Source: an optimization exercise on an open RTL-to-GDS flow (aim: small area, a short achievable clock period and few clock cycles per item). Production flows keep margins and buffers that such runs may drop.
In this exercise RTL edits were held to simulation tests only and were not proved equivalent to the original.
Power is estimated from default activity; no workload was simulated.

## data_cache
module data_cache #(
    parameter int INDEX_BITS = 3
) (
    input  logic         CLK,
    input  logic         RESET,
    input  logic [3:0]   READ,
    input  logic [2:0]   WRITE,
    input  logic [31:0]  ADDRESS,
    input  logic [31:0]  WRITEDATA,
    output logic [31:0]  READDATA,
    output logic         BUSY_WAIT,
    output logic         MEM_READ,
    output logic         MEM_WRITE,
    output logic [27:0]  MEM_ADDRESS,
    output logic [127:0] MEM_WRITEDATA,
    input  logic [127:0] MEM_READDATA,
    input  logic         MEM_BUSYWAIT
);
Settings: LEC_CHECK=0, CAP_MARGIN=30, CORE_MARGIN=2, CORE_UTILIZATION=60, CTS_CLUSTER_DIAMETER=80, CTS_CLUSTER_SIZE=25, PLACE_DENSITY=0.75, SETUP_SLACK_MARGIN=1.2, SLEW_MARGIN=20, SYNTH_HIERARCHICAL=1; clock period 5.5 ns.
standard.sh (not shown) runs the stock make flow with config.mk's settings and CLKGATE_MAP_FILE= SYNTH_SCRIPT=/design/flow/synth_recipe.tcl, a recipe that flattens the netlist after the stock synthesis.
==> flow/flow/run.sh <==
#!/bin/bash
# The standard ORFS layout with two changes to how it is made: the port buffers are a
# plain buffer cell (buf_1) instead of the delay cell buffer_ports picks by default, and
# the resizer may swap a cell for any cell of the same function, not only one with the
# same footprint. Synthesis is the standard one, run unchanged.
set -uo pipefail
bash standard.sh synth > flow_synth.log 2>&1 || exit 1
bash standard.sh MATCH_CELL_FOOTPRINT=0 \
    "BUFFER_PORTS_ARGS=-buffer_cell sky130_fd_sc_hd__buf_1" finish > flow_layout.log 2>&1 || exit 1
Testbench counts at the start, summed over its fixed seeds: cycles 66,184, accesses 24,000.
==> next run, changes <==
Settings changed: CAP_MARGIN 30 to 20, CORE_UTILIZATION 60 to 50, PLACE_DENSITY 0.75 to 0.65.
Non-clock buffer count goes up by 4.
Final cell count went up by 4.3%.
Synthesized area stays the same.
Clock power came out higher by about 1%.
Total power goes up by 0.45%.
Worst setup slack gets better by 0.11 ns.
Worst hold slack loses 0.0076 ns.
Clock skew stays flat.
Fmax grows by 2.2%.
==> next run, changes <==
--- a/flow/flow/run.sh
+++ b/flow/flow/run.sh
@@ -3 +3 @@
-# plain buffer cell (buf_1) instead of the delay cell buffer_ports picks by default, and
+# plain buffer cell (buf_2) instead of the delay cell buffer_ports picks by default, and
@@ -9 +9 @@
-    "BUFFER_PORTS_ARGS=-buffer_cell sky130_fd_sc_hd__buf_1" finish > flow_layout.log 2>&1 || exit 1
+    "BUFFER_PORTS_ARGS=-buffer_cell sky130_fd_sc_hd__buf_2" finish > flow_layout.log 2>&1 || exit 1
Settings changed: CORE_UTILIZATION 50 to 40, CTS_CLUSTER_DIAMETER 80 to unset, CTS_CLUSTER_SIZE 25 to unset, PLACE_DENSITY 0.65 to 0.6.
Result: Routed wire length came out higher by a few percent. Worst hold slack barely changes. Die area came out higher by a quarter to a third.


data_cache, a different RTL version from the one above (not shown whole).
Size: roughly 4400 cells after synthesis, ~1200 flip-flops.
export LEC_CHECK = 0
export CAP_MARGIN = 30
export CORE_MARGIN = 2
export CORE_UTILIZATION = 50
export CTS_CLUSTER_DIAMETER = 80
export CTS_CLUSTER_SIZE = 25
export PLACE_DENSITY = 0.65
export SETUP_SLACK_MARGIN = 1.2
export SLEW_MARGIN = 20
export SYNTH_HIERARCHICAL = 1
create_clock -name core_clock -period 5.5 [get_ports {CLK}]
==> flow/flow/run.sh <==
#!/bin/bash
# The standard ORFS layout with two changes to how it is made: the port buffers are a
# plain buffer cell (buf_1) instead of the delay cell buffer_ports picks by default, and
# the resizer may swap a cell for any cell of the same function, not only one with the
# same footprint. Synthesis is the standard one, run unchanged.
set -uo pipefail
bash standard.sh synth > flow_synth.log 2>&1 || exit 1
bash standard.sh MATCH_CELL_FOOTPRINT=0 \
    "BUFFER_PORTS_ARGS=-buffer_cell sky130_fd_sc_hd__buf_1" finish > flow_layout.log 2>&1 || exit 1
Testbench counts at the start, summed over its fixed seeds: cycles 66,184, accesses 24,000.
Change:
==> flow/flow/run.sh (replaced) <==
#!/bin/bash
# The standard ORFS layout with two changes to how it is made: the port buffers are a
# plain buffer cell (buf_2) instead of the delay cell buffer_ports picks by default, and
# the resizer may swap a cell for any cell of the same function, not only one with the
# same footprint. Synthesis is the standard one, run unchanged.
set -uo pipefail
bash standard.sh synth > flow_synth.log 2>&1 || exit 1
bash standard.sh MATCH_CELL_FOOTPRINT=0 \
    "BUFFER_PORTS_ARGS=-buffer_cell sky130_fd_sc_hd__buf_2" finish > flow_layout.log 2>&1 || exit 1
--- a/flow/config.mk
+++ b/flow/config.mk
@@ -9,6 +9,6 @@
 export CORE_MARGIN = 2
-export CORE_UTILIZATION = 50
+export CORE_UTILIZATION = 40
 export CTS_CLUSTER_DIAMETER = 80
 export CTS_CLUSTER_SIZE = 25
-export PLACE_DENSITY = 0.65
+export PLACE_DENSITY = 0.6
 export SETUP_SLACK_MARGIN = 1.2
Flip-flop and latch count is unchanged.
Non-clock buffer count falls by 30.
Final area grows by 0.93%.
Setup slack gets worse by 0.060 ns.
Maximum frequency drops by about 1.2%.
Area after synthesis stays the same.
Change:
==> flow/flow/run.sh (replaced) <==
#!/bin/bash
# The standard ORFS layout with two changes to how it is made: the port buffers are a
# plain buffer cell (buf_1) instead of the delay cell buffer_ports picks by default, and
# the resizer may swap a cell for any cell of the same function, not only one with the
# same footprint. Synthesis is the standard one, run unchanged.
set -uo pipefail
bash standard.sh synth > flow_synth.log 2>&1 || exit 1
bash standard.sh MATCH_CELL_FOOTPRINT=0 \
    "BUFFER_PORTS_ARGS=-buffer_cell sky130_fd_sc_hd__buf_1" finish > flow_layout.log 2>&1 || exit 1
--- a/flow/config.mk
+++ b/flow/config.mk
@@ -9,7 +9,7 @@
 export CORE_MARGIN = 2
-export CORE_UTILIZATION = 40
+export CORE_UTILIZATION = 50
 export CTS_CLUSTER_DIAMETER = 80
 export CTS_CLUSTER_SIZE = 25
-export PLACE_DENSITY = 0.6
-export SETUP_SLACK_MARGIN = 1.2
+export PLACE_DENSITY = 0.65
+export SETUP_SLACK_MARGIN = 0.6
 export SLEW_MARGIN = 20
Outcome:
- final cell count falls by 7.2%
- count of clock-buffer cells in the layout falls by 11
- sequential cell count stays the same
- hold slack hardly moves
- die area falls by 20%
- total power falls by 1.8%
- via count falls by 2.0%
- non-clock buffer count falls by 86
- synthesized cell count does not change
- maximum frequency falls by 3.8%

==> what the ideal ports hide <==
How much do the figures lean on ideal ports? The routed layouts below were timed once more, with nothing changed but the port constraints. Step 1 assumes that a clkbuf_16 drives the clock port and a buf_2 every other input. Step 2 also shifts input and output timing later by t, the mid clock arrival at the registers, as if the neighbouring blocks saw the same clock. Three values: no drivers, after step 1, after step 2; two values: the first two.
| run | t (ns) | setup slack, ns | worst setup path after step 2 |
|---|---|---|---|
| the first run of note 1 | 0.772 | 0.334 / 0.289 / 0.289 | input to output |
| the second run of note 1 | 0.801 | 0.447 / 0.336 / 0.336 | input to output |
| the third run of note 1 | 0.839 | 0.346 / 0.207 / 0.207 | input to output |
| the first run of note 2 | 0.763 | 0.709 / 0.590 / 0.451 | input to register |
| the second run of note 2 | 0.828 | 0.649 / 0.509 / 0.298 | input to register |
| the third run of note 2 | 0.810 | 0.459 / 0.349 / 0.349 | input to output |
After both steps every run listed still meets setup and hold. For the second run of note 2, which loses most, drivers alone change the setup slack by -0.140 ns; drivers and shift together by -0.351 ns.
